From an optimization exercise on the open Yosys and OpenROAD flow, aimed at small area, a short achievable clock period and few clock cycles per item; shortcuts taken in it are not production practice.
RTL that was checked went through simulation tests only; none was proved equivalent to the original.
Power and IR drop assume default switching activity.

==> run a: inputs <==
==> flow/design.v (excerpt) <==
module execTop (
	input logic clk,
	input logic rst,
	input logic start,
	input logic [2:0] op,  
	input logic [31:0] opA,
	input logic [31:0] opB,
	output logic [31:0] result,
	output logic neq,
	output logic lt,
	output logic done,
	output logic busy
);
export LEC_CHECK = 0
export ABC_AREA = 1
export CAP_MARGIN = 20
export CORE_MARGIN = 2
export CORE_UTILIZATION = 40
export SETUP_SLACK_MARGIN = 3.0
export SLEW_MARGIN = 20
create_clock -name core_clock -period 6.0 [get_ports {clk}]
run.sh (not shown) runs the stock make flow with config.mk's settings and CLKGATE_MAP_FILE= SYNTH_SCRIPT=/design/flow/synth_recipe.tcl, a recipe that flattens the netlist after the stock synthesis.
==> run b: changes against run a <==
--- a/flow/design.v
+++ b/flow/design.v
@@ -17,50 +17,32 @@
 endpackage
 `default_nettype wire
 `default_nettype none
 module aluUnit (
 	input execPkg::word_t opA,
 	input execPkg::word_t opB,
 	input logic [2:0] op,
+	input execPkg::word_t cmpA,  
+	input execPkg::word_t cmpB,
 	output execPkg::word_t aluSum,  
 	output execPkg::word_t aluCarry,  
 	output logic aluCin,  
 	output logic aluNeq,
 	output logic aluLt
 );
 	localparam int W = execPkg::dataWidth;
 	logic [execPkg::shiftWidth-1:0] shAmt;
-	logic shLeft;
-	execPkg::word_t shIn;
-	execPkg::word_t shOut;
-	logic shFill;
 	execPkg::word_t shStage [execPkg::shiftWidth+1];
-	execPkg::word_t shRev;
-	execPkg::word_t axb;
 	assign shAmt = opB[execPkg::shiftWidth-1:0];  
-	assign shLeft = !op[0];
-	always_comb begin
-		for (int i = 0; i < W; i++) begin
-			shIn[i] = shLeft ? opA[W-1-i] : opA[i];
-		end
-	end
-	assign shFill = !shLeft && opA[W-1];
-	assign shStage[0] = shIn;
+	assign shStage[0] = opA;
 	for (genvar i = 0; i < execPkg::shiftWidth; i++) begin : gShift
 		assign shStage[i+1] = shAmt[i]
-			? {{(2**i){shFill}}, shStage[i][W-1:2**i]}
+			? {{(2**i){opA[W-1]}}, shStage[i][W-1:2**i]}
 			: shStage[i];
 	end
-	assign shOut = shStage[execPkg::shiftWidth];
-	always_comb begin
-		for (int i = 0; i < W; i++) begin
-			shRev[i] = shLeft ? shOut[W-1-i] : shOut[i];
-		end
-	end
-	assign axb = opA ^ opB;
 	always_comb begin
 		aluCarry = '0;
 		aluCin = 1'b0;
 		case (op)
 			execPkg::opAdd: begin
 				aluSum = opA;
 				aluCarry = opB;
@@ -68,21 +50,20 @@
 			execPkg::opSub: begin
 				aluSum = opA;  
 				aluCarry = ~opB;
 				aluCin = 1'b1;
 			end
 			execPkg::opAnd: aluSum = opA & opB;
 			execPkg::opOr: aluSum = opA | opB;
-			execPkg::opSll: aluSum = shRev;
-			execPkg::opSra: aluSum = shRev;
+			execPkg::opSra: aluSum = shStage[execPkg::shiftWidth];
 			default: aluSum = '0;  
 		endcase
 	end
-	assign aluNeq = |axb;
-	assign aluLt = (opA[W-1] != opB[W-1]) ? opA[W-1] : (opA[W-2:0] < opB[W-2:0]);
+	assign aluNeq = (cmpA != cmpB);
+	assign aluLt = (cmpA[W-1] != cmpB[W-1]) ? cmpA[W-1] : (cmpA[W-2:0] < cmpB[W-2:0]);
 endmodule
 module addPrefix (
 	input logic [31:0] a,
 	input logic [31:0] b,
 	input logic cin,
 	output logic [31:0] sum
 );
@@ -929,28 +910,32 @@
 	logic last;  
 	logic nextLast;
 	execPkg::word_t nextB;  
 	logic stepping;  
 	logic shift;  
 	logic shiftQ;
 	logic mulAccept;
+	logic isSll;  
+	logic capNeq;  
+	logic capLt;
 	logic nextStepping;
 	logic rowsDone;  
 	logic accCin;
 	logic rowNeq;  
 	logic rowLt;
 	execPkg::word_t sum;
 	logic [NB:0] digBits;  
 	logic [D-1:0] nextOne;
 	logic [D-1:0] nextTwo;
 	logic [D-1:0] nextNeg;
 	assign shift = shiftQ;
 	assign busy = shiftQ;
 	assign accept = start && !busy && (op != 3'd7);  
-	assign mulAccept = accept && (op == execPkg::opMul);
+	assign isSll = (op == execPkg::opSll);
+	assign mulAccept = accept && (op == execPkg::opMul || isSll);
 	assign nextStepping = mulAccept || shift;
 	always_ff @(posedge clk) begin
 		if (rst) begin
 			valid <= 1'b0;
 			firstStep <= 1'b0;
 			stepping <= 1'b0;
 			shiftQ <= 1'b0;
@@ -966,27 +951,33 @@
 		end
 	end
 	assign nextB = shift ? {{NB{latB[W-1]}}, latB[W-1:NB]} : opB;  
 	always_ff @(posedge clk) begin
 		if (shift) begin
 			latA <= latA << NB;
 		end else begin
-			latA <= opA;
+			latA <= isSll ? opA << {opB[execPkg::shiftWidth-1:3], 3'b000} : opA;
 			latOp <= op;
 		end
 		latB <= nextB;
 	end
 	assign digBits = {nextB[NB-1:0], shift && latB[NB-1]};
-	assign nextLast = (nextB[W-1:NB-1] == {(W-NB+1){nextB[W-1]}});
+	assign nextLast = (!shift && isSll) || (nextB[W-1:NB-1] == {(W-NB+1){nextB[W-1]}});
 	always_comb begin
 		for (int j = 0; j < D; j++) begin
-			nextOne[j] = digBits[2*j+1] ^ digBits[2*j];
-			nextTwo[j] = (digBits[2*j+2] && !digBits[2*j+1] && !digBits[2*j])
-				|| (!digBits[2*j+2] && digBits[2*j+1] && digBits[2*j]);
-			nextNeg[j] = digBits[2*j+2];
+			if (!shift && isSll) begin
+				nextOne[j] = (opB[2:1] == j) && !opB[0];
+				nextTwo[j] = (opB[2:1] == j) && opB[0];
+				nextNeg[j] = 1'b0;
+			end else begin
+				nextOne[j] = digBits[2*j+1] ^ digBits[2*j];
+				nextTwo[j] = (digBits[2*j+2] && !digBits[2*j+1] && !digBits[2*j])
+					|| (!digBits[2*j+2] && digBits[2*j+1] && digBits[2*j]);
+				nextNeg[j] = digBits[2*j+2];
+			end
 		end
 	end
 	always_ff @(posedge clk) begin
 		digOne <= nextOne;
 		digTwo <= nextTwo;
 		digNeg <= nextNeg;
 		last <= nextLast;
@@ -997,17 +988,21 @@
 			accCarry <= nextCarry;
 			accCin <= 1'b0;
 		end else begin
 			accSum <= aluSum;
 			accCarry <= aluCarry;
 			accCin <= aluCin;
 		end
+		if (accept) begin
+			capNeq <= aluNeq;
+			capLt <= aluLt;
+		end
 		if (valid) begin
-			rowNeq <= aluNeq;
-			rowLt <= aluLt;
+			rowNeq <= capNeq;
+			rowLt <= capLt;
 		end
 		result <= sum;
 		neq <= rowNeq;
 		lt <= rowLt;
 	end
 	addPrefix adder (
 		.a(accSum),
@@ -1076,14 +1071,16 @@
 		.done(done),
 		.busy(busy)
 	);
 	aluUnit alu (
 		.opA(latA),
 		.opB(latB),
 		.op(latOp),
+		.cmpA(opA),
+		.cmpB(opB),
 		.aluSum(aluSum),
 		.aluCarry(aluCarry),
 		.aluCin(aluCin),
 		.aluNeq(aluNeq),
 		.aluLt(aluLt)
 	);
 	mulUnit mul (
==> impl_results.md <==
* Outcome: timing/DRC/antenna clean
* Multi-input logic area at between 10000 and 15000 µm²
* Sw Share at 0.419
* Peak supply drop at 0.000193 V
* WHS at around 0.35 ns
* Worst Setup SP: control.latA[25]
* Avg Cell Area, Syn at 7.54 µm²
* Min cycle time layout at ~3.0 ns
* Leakage Power at approximately 0.0091 µW
* First-pass GRT wire length at between 90000 and 100000 µm
Source of the figures above: run a

==> impl_results.md <==
* Outcome: timing/DRC/antenna clean
* Sw Share at 0.434
* Min cycle time layout at approximately 3.0 ns
* Worst Setup SP: control.latA[2]
* Leakage Power at roughly 0.0087 µW
* Multi-input logic area at approximately 11000 µm²
Source of the figures above: run b

Testbench counts of run a, summed over its fixed seeds: cycles 15,655, ops 12,000.
Testbench counts of run b, summed over its fixed seeds: cycles 15,655, ops 12,000.

---

==> run P <==
execTop, a different RTL version from the one above (not shown whole).
==> module aluUnit, before the edit <==
module aluUnit (
	input execPkg::word_t opA,
	input execPkg::word_t opB,
	input logic [2:0] op,
	output execPkg::word_t aluSum,  
	output execPkg::word_t aluCarry,  
	output logic aluCin,  
	output logic aluNeq,
	output logic aluLt
);
	localparam int W = execPkg::dataWidth;
	logic [execPkg::shiftWidth-1:0] shAmt;
	logic shLeft;
	execPkg::word_t shIn;
	execPkg::word_t shOut;
	execPkg::word_t shRev;
	execPkg::word_t axb;
	assign shAmt = opB[execPkg::shiftWidth-1:0];  
	assign shLeft = !op[0];
	always_comb begin
		for (int i = 0; i < W; i++) begin
			shIn[i] = shLeft ? opA[W-1-i] : opA[i];
		end
	end
	assign shOut = execPkg::word_t'($signed({!shLeft && opA[W-1], shIn}) >>> shAmt);
	always_comb begin
		for (int i = 0; i < W; i++) begin
			shRev[i] = shLeft ? shOut[W-1-i] : shOut[i];
		end
	end
	assign axb = opA ^ opB;
	always_comb begin
		aluCarry = '0;
		aluCin = 1'b0;
		case (op)
			execPkg::opAdd: begin
				aluSum = opA;
				aluCarry = opB;
			end
			execPkg::opSub: begin
				aluSum = opA;  
				aluCarry = ~opB;
				aluCin = 1'b1;
			end
			execPkg::opAnd: aluSum = opA & opB;
			execPkg::opOr: aluSum = opA | opB;
			execPkg::opSll: aluSum = shRev;
			execPkg::opSra: aluSum = shRev;
			default: aluSum = '0;  
		endcase
	end
	assign aluNeq = |axb;
	assign aluLt = ($signed(opA) < $signed(opB));
endmodule
==> module execControl, before the edit <==
module execControl (
	input logic clk,
	input logic rst,
	input logic start,
	input logic [2:0] op,
	input execPkg::word_t opA,
	input execPkg::word_t opB,
	output execPkg::word_t latA,
	output execPkg::word_t latB,
	output logic [2:0] latOp,
	output logic [execPkg::mulDigits-1:0] digOne,  
	output logic [execPkg::mulDigits-1:0] digTwo,
	output logic [execPkg::mulDigits-1:0] digNeg,
	input execPkg::word_t aluSum,
	input execPkg::word_t aluCarry,
	input logic aluCin,
	input logic aluNeq,
	input logic aluLt,
	input execPkg::word_t nextSum,
	input execPkg::word_t nextCarry,
	output execPkg::word_t accSum,
	output execPkg::word_t accCarry,
	output logic firstStep,
	output execPkg::word_t result,
	output logic neq,
	output logic lt,
	output logic done,
	output logic busy
);
	localparam int W = execPkg::dataWidth;
	localparam int NB = execPkg::mulBits;
	localparam int D = execPkg::mulDigits;
	logic accept;
	logic valid;  
	logic more;  
	logic last;  
	logic nextLast;
	logic stepping;  
	logic shift;  
	logic rowsDone;  
	logic accCin;
	logic rowNeq;  
	logic rowLt;
	execPkg::word_t sum;
	logic [NB:0] digBits;  
	logic [D-1:0] nextOne;
	logic [D-1:0] nextTwo;
	logic [D-1:0] nextNeg;
	assign firstStep = valid && (latOp == execPkg::opMul);
	assign stepping = firstStep || more;
	assign shift = stepping && !last;
	assign busy = shift;
	assign accept = start && !busy && (op != 3'd7);  
	always_ff @(posedge clk) begin
		if (rst) begin
			valid <= 1'b0;
			more <= 1'b0;
			rowsDone <= 1'b0;
			done <= 1'b0;
		end else begin
			valid <= accept;
			more <= shift;
			rowsDone <= (valid && !firstStep) || (stepping && last);
			done <= rowsDone;
		end
	end
	always_ff @(posedge clk) begin
		if (shift) begin
			latA <= latA << NB;
			latB <= execPkg::word_t'($signed(latB) >>> NB);
		end else begin
			latA <= opA;
			latB <= opB;
			latOp <= op;
		end
	end
	assign digBits = shift ? latB[2*NB-1:NB-1] : {opB[NB-1:0], 1'b0};
	assign nextLast = shift ? (latB[W-1:2*NB-1] == {(W-2*NB+1){latB[W-1]}})
		: (opB[W-1:NB-1] == {(W-NB+1){opB[W-1]}});
	always_comb begin
		for (int j = 0; j < D; j++) begin
			nextOne[j] = digBits[2*j+1] ^ digBits[2*j];
			nextTwo[j] = (digBits[2*j+2] && !digBits[2*j+1] && !digBits[2*j])
				|| (!digBits[2*j+2] && digBits[2*j+1] && digBits[2*j]);
			nextNeg[j] = digBits[2*j+2];
		end
	end
	always_ff @(posedge clk) begin
		digOne <= nextOne;
		digTwo <= nextTwo;
		digNeg <= nextNeg;
		last <= nextLast;
	end
	always_ff @(posedge clk) begin
		if (stepping) begin
			accSum <= nextSum;
			accCarry <= nextCarry;
			accCin <= 1'b0;
		end else begin
			accSum <= aluSum;
			accCarry <= aluCarry;
			accCin <= aluCin;
		end
		if (valid) begin
			rowNeq <= aluNeq;
			rowLt <= aluLt;
		end
		result <= sum;
		neq <= rowNeq;
		lt <= rowLt;
	end
	addPrefix adder (
		.a(accSum),
		.b(accCarry),
		.cin(accCin),
		.sum(sum)
	);
endmodule
export LEC_CHECK = 0
export CAP_MARGIN = 20
export CORE_MARGIN = 2
export CORE_UTILIZATION = 40
export SLEW_MARGIN = 20
create_clock -name core_clock -period 6.0 [get_ports {clk}]
==> run H (differences from run P) <==
--- a/flow/design.v
+++ b/flow/design.v
@@ -32,6 +32,8 @@
 	logic shLeft;
 	execPkg::word_t shIn;
 	execPkg::word_t shOut;
+	logic shFill;
+	execPkg::word_t shStage [execPkg::shiftWidth+1];
 	execPkg::word_t shRev;
 	execPkg::word_t axb;
 	assign shAmt = opB[execPkg::shiftWidth-1:0];  
@@ -41,7 +43,14 @@
 			shIn[i] = shLeft ? opA[W-1-i] : opA[i];
 		end
 	end
-	assign shOut = execPkg::word_t'($signed({!shLeft && opA[W-1], shIn}) >>> shAmt);
+	assign shFill = !shLeft && opA[W-1];
+	assign shStage[0] = shIn;
+	for (genvar i = 0; i < execPkg::shiftWidth; i++) begin : gShift
+		assign shStage[i+1] = shAmt[i]
+			? {{(2**i){shFill}}, shStage[i][W-1:2**i]}
+			: shStage[i];
+	end
+	assign shOut = shStage[execPkg::shiftWidth];
 	always_comb begin
 		for (int i = 0; i < W; i++) begin
 			shRev[i] = shLeft ? shOut[W-1-i] : shOut[i];
@@ -69,7 +78,7 @@
 		endcase
 	end
 	assign aluNeq = |axb;
-	assign aluLt = ($signed(opA) < $signed(opB));
+	assign aluLt = (opA[W-1] != opB[W-1]) ? opA[W-1] : (opA[W-2:0] < opB[W-2:0]);
 endmodule
 module addPrefix (
 	input logic [31:0] a,
@@ -1009,11 +1018,13 @@
 	localparam int D = execPkg::mulDigits;
 	logic accept;
 	logic valid;  
-	logic more;  
 	logic last;  
 	logic nextLast;
 	logic stepping;  
 	logic shift;  
+	logic shiftQ;
+	logic mulAccept;
+	logic nextStepping;
 	logic rowsDone;  
 	logic accCin;
 	logic rowNeq;  
@@ -1023,20 +1034,24 @@
 	logic [D-1:0] nextOne;
 	logic [D-1:0] nextTwo;
 	logic [D-1:0] nextNeg;
-	assign firstStep = valid && (latOp == execPkg::opMul);
-	assign stepping = firstStep || more;
-	assign shift = stepping && !last;
-	assign busy = shift;
+	assign shift = shiftQ;
+	assign busy = shiftQ;
 	assign accept = start && !busy && (op != 3'd7);  
+	assign mulAccept = accept && (op == execPkg::opMul);
+	assign nextStepping = mulAccept || shift;
 	always_ff @(posedge clk) begin
 		if (rst) begin
 			valid <= 1'b0;
-			more <= 1'b0;
+			firstStep <= 1'b0;
+			stepping <= 1'b0;
+			shiftQ <= 1'b0;
 			rowsDone <= 1'b0;
 			done <= 1'b0;
 		end else begin
 			valid <= accept;
-			more <= shift;
+			firstStep <= mulAccept;
+			stepping <= nextStepping;
+			shiftQ <= nextStepping && !nextLast;
 			rowsDone <= (valid && !firstStep) || (stepping && last);
 			done <= rowsDone;
 		end
@@ -1044,7 +1059,7 @@
 	always_ff @(posedge clk) begin
 		if (shift) begin
 			latA <= latA << NB;
-			latB <= execPkg::word_t'($signed(latB) >>> NB);
+			latB <= {{NB{latB[W-1]}}, latB[W-1:NB]};  
 		end else begin
 			latA <= opA;
 			latB <= opB;
--- a/flow/config.mk
+++ b/flow/config.mk
@@ -5,7 +5,9 @@
 export SDC_FILE = /design/flow/constraint.sdc
 export NUM_CORES = 4
 export LEC_CHECK = 0
+export ABC_AREA = 1
 export CAP_MARGIN = 20
 export CORE_MARGIN = 2
 export CORE_UTILIZATION = 40
+export SETUP_SLACK_MARGIN = 3.6
 export SLEW_MARGIN = 20
==> run B (differences from run P) <==
--- a/flow/design.v
+++ b/flow/design.v
@@ -32,6 +32,8 @@
 	logic shLeft;
 	execPkg::word_t shIn;
 	execPkg::word_t shOut;
+	logic shFill;
+	execPkg::word_t shStage [execPkg::shiftWidth+1];
 	execPkg::word_t shRev;
 	execPkg::word_t axb;
 	assign shAmt = opB[execPkg::shiftWidth-1:0];  
@@ -41,7 +43,14 @@
 			shIn[i] = shLeft ? opA[W-1-i] : opA[i];
 		end
 	end
-	assign shOut = execPkg::word_t'($signed({!shLeft && opA[W-1], shIn}) >>> shAmt);
+	assign shFill = !shLeft && opA[W-1];
+	assign shStage[0] = shIn;
+	for (genvar i = 0; i < execPkg::shiftWidth; i++) begin : gShift
+		assign shStage[i+1] = shAmt[i]
+			? {{(2**i){shFill}}, shStage[i][W-1:2**i]}
+			: shStage[i];
+	end
+	assign shOut = shStage[execPkg::shiftWidth];
 	always_comb begin
 		for (int i = 0; i < W; i++) begin
 			shRev[i] = shLeft ? shOut[W-1-i] : shOut[i];
@@ -69,7 +78,7 @@
 		endcase
 	end
 	assign aluNeq = |axb;
-	assign aluLt = ($signed(opA) < $signed(opB));
+	assign aluLt = (opA[W-1] != opB[W-1]) ? opA[W-1] : (opA[W-2:0] < opB[W-2:0]);
 endmodule
 module addPrefix (
 	input logic [31:0] a,
@@ -1009,11 +1018,13 @@
 	localparam int D = execPkg::mulDigits;
 	logic accept;
 	logic valid;  
-	logic more;  
 	logic last;  
 	logic nextLast;
 	logic stepping;  
 	logic shift;  
+	logic shiftQ;
+	logic mulAccept;
+	logic nextStepping;
 	logic rowsDone;  
 	logic accCin;
 	logic rowNeq;  
@@ -1023,20 +1034,24 @@
 	logic [D-1:0] nextOne;
 	logic [D-1:0] nextTwo;
 	logic [D-1:0] nextNeg;
-	assign firstStep = valid && (latOp == execPkg::opMul);
-	assign stepping = firstStep || more;
-	assign shift = stepping && !last;
-	assign busy = shift;
+	assign shift = shiftQ;
+	assign busy = shiftQ;
 	assign accept = start && !busy && (op != 3'd7);  
+	assign mulAccept = accept && (op == execPkg::opMul);
+	assign nextStepping = mulAccept || shift;
 	always_ff @(posedge clk) begin
 		if (rst) begin
 			valid <= 1'b0;
-			more <= 1'b0;
+			firstStep <= 1'b0;
+			stepping <= 1'b0;
+			shiftQ <= 1'b0;
 			rowsDone <= 1'b0;
 			done <= 1'b0;
 		end else begin
 			valid <= accept;
-			more <= shift;
+			firstStep <= mulAccept;
+			stepping <= nextStepping;
+			shiftQ <= nextStepping && !nextLast;
 			rowsDone <= (valid && !firstStep) || (stepping && last);
 			done <= rowsDone;
 		end
@@ -1044,7 +1059,7 @@
 	always_ff @(posedge clk) begin
 		if (shift) begin
 			latA <= latA << NB;
-			latB <= execPkg::word_t'($signed(latB) >>> NB);
+			latB <= {{NB{latB[W-1]}}, latB[W-1:NB]};  
 		end else begin
 			latA <= opA;
 			latB <= opB;
--- a/flow/config.mk
+++ b/flow/config.mk
@@ -5,7 +5,10 @@
 export SDC_FILE = /design/flow/constraint.sdc
 export NUM_CORES = 4
 export LEC_CHECK = 0
+export ABC_AREA = 1
 export CAP_MARGIN = 20
 export CORE_MARGIN = 2
 export CORE_UTILIZATION = 40
+export SETUP_SLACK_MARGIN = 3.0
 export SLEW_MARGIN = 20
+export TNS_END_PERCENT = 5
==> notes <==
- Against run P, the die area of run H is lower by 1.9%.
- Against run B, the combinational power of run H is higher by 15%.
- Against run H, the non-clock buffer count of run P is lower by 95.
- Clock power is about the same in run B and run H.
- First-iteration DRC count: run H > run B > run P.
- Against run H, the worst hold slack of run P is higher by 34 ps.
- Global-route usage, lowest first: run P, run B, run H.
==> figures <==
metric                                                                 run B                  run H             run P
Status                                              timing/DRC/antenna clean  timing/DRC/antenna clean  timing/DRC/antenna clean
Count of clock buffers in the final design                                21                     18                18
Launch point of the worst path                              control.latA[22]        control.latA[8]  control.latOp[2]
Logic depth of the worst register-to-register path                         7                      7                12
Routed metal-1 wirelength                                      27900 microns          29400 microns     25700 microns
Horizontal extent of the die                                     210 microns            210 microns       211 microns
Layout Cell Area excl Fill                                       19100 sq um            21900 sq um       19100 sq um
Gate power share                                                       51.2%                  55.0%             53.3%
Reg area                                                          3740 sq um             3870 sq um        3690 sq um
Simple-gate share of the synthesized area                              23.8%                  23.8%             11.4%
Cell occurring most often along the worst timing path  sky130_fd_sc_hd__fa_1  sky130_fd_sc_hd__fa_2                 -
Clock latency at the later pin of the worst-skew pair                 510 ps                 510 ps            480 ps
Seq/Total Area, Yosys                                                  22.0%                  22.0%             21.4%
Net Sw Frac                                                            42.5%                  43.4%             43.2%
Routed wirelength normalized by instance count                  23.5 microns           24.8 microns      24.2 microns
Testbench counts of run H, summed over its fixed seeds: cycles 15,655, ops 12,000.
Testbench counts of run B, summed over its fixed seeds: cycles 15,655, ops 12,000.
Only the layout flow was run in run P; the RTL was not checked for function there.

afterwards: timing with drivers on the ports:
No port has a modelled driver above. Below, the same layouts with a new extraction and two added sets of constraints.
Step 1 sets driving cells, clkbuf_16 on the clock port and buf_2 on the other inputs (assumed; they add their load-dependent delay and slew).
Step 2 times the ports against the registers' clock, not the clock port: input delays grow and output delays shrink by t, the midpoint of the rising clock arrivals with the driver on.
Three values: no drivers, after step 1, after step 2; two values: the first two.
run | t (ns) | setup WS [ns] | hold WS [ns] | worst data-port slew with drivers (ns)
run a of note 1 | 0.530 | 3.037 / 3.020 / 2.597 | 0.353 / 0.353 / 0.353 | 0.05
run b of note 1 | 0.528 | 3.030 / 3.030 / 2.623 | 0.356 / 0.356 / 0.356 | 0.04
run P of note 2 | 0.528 | 1.618 / 1.563 / 1.794 | 0.383 / 0.383 / 0.383 | 0.04
run H of note 2 | 0.563 | 3.182 / 3.182 / 3.056 | 0.349 / 0.349 / 0.349 | 0.05
run B of note 2 | 0.555 | 2.823 / 2.823 / 2.675 | 0.350 / 0.350 / 0.350 | 0.04
After both steps every run listed still meets setup and hold. For run a of note 1, which loses most, drivers alone change the setup slack by -0.017 ns; drivers and shift together by -0.440 ns.
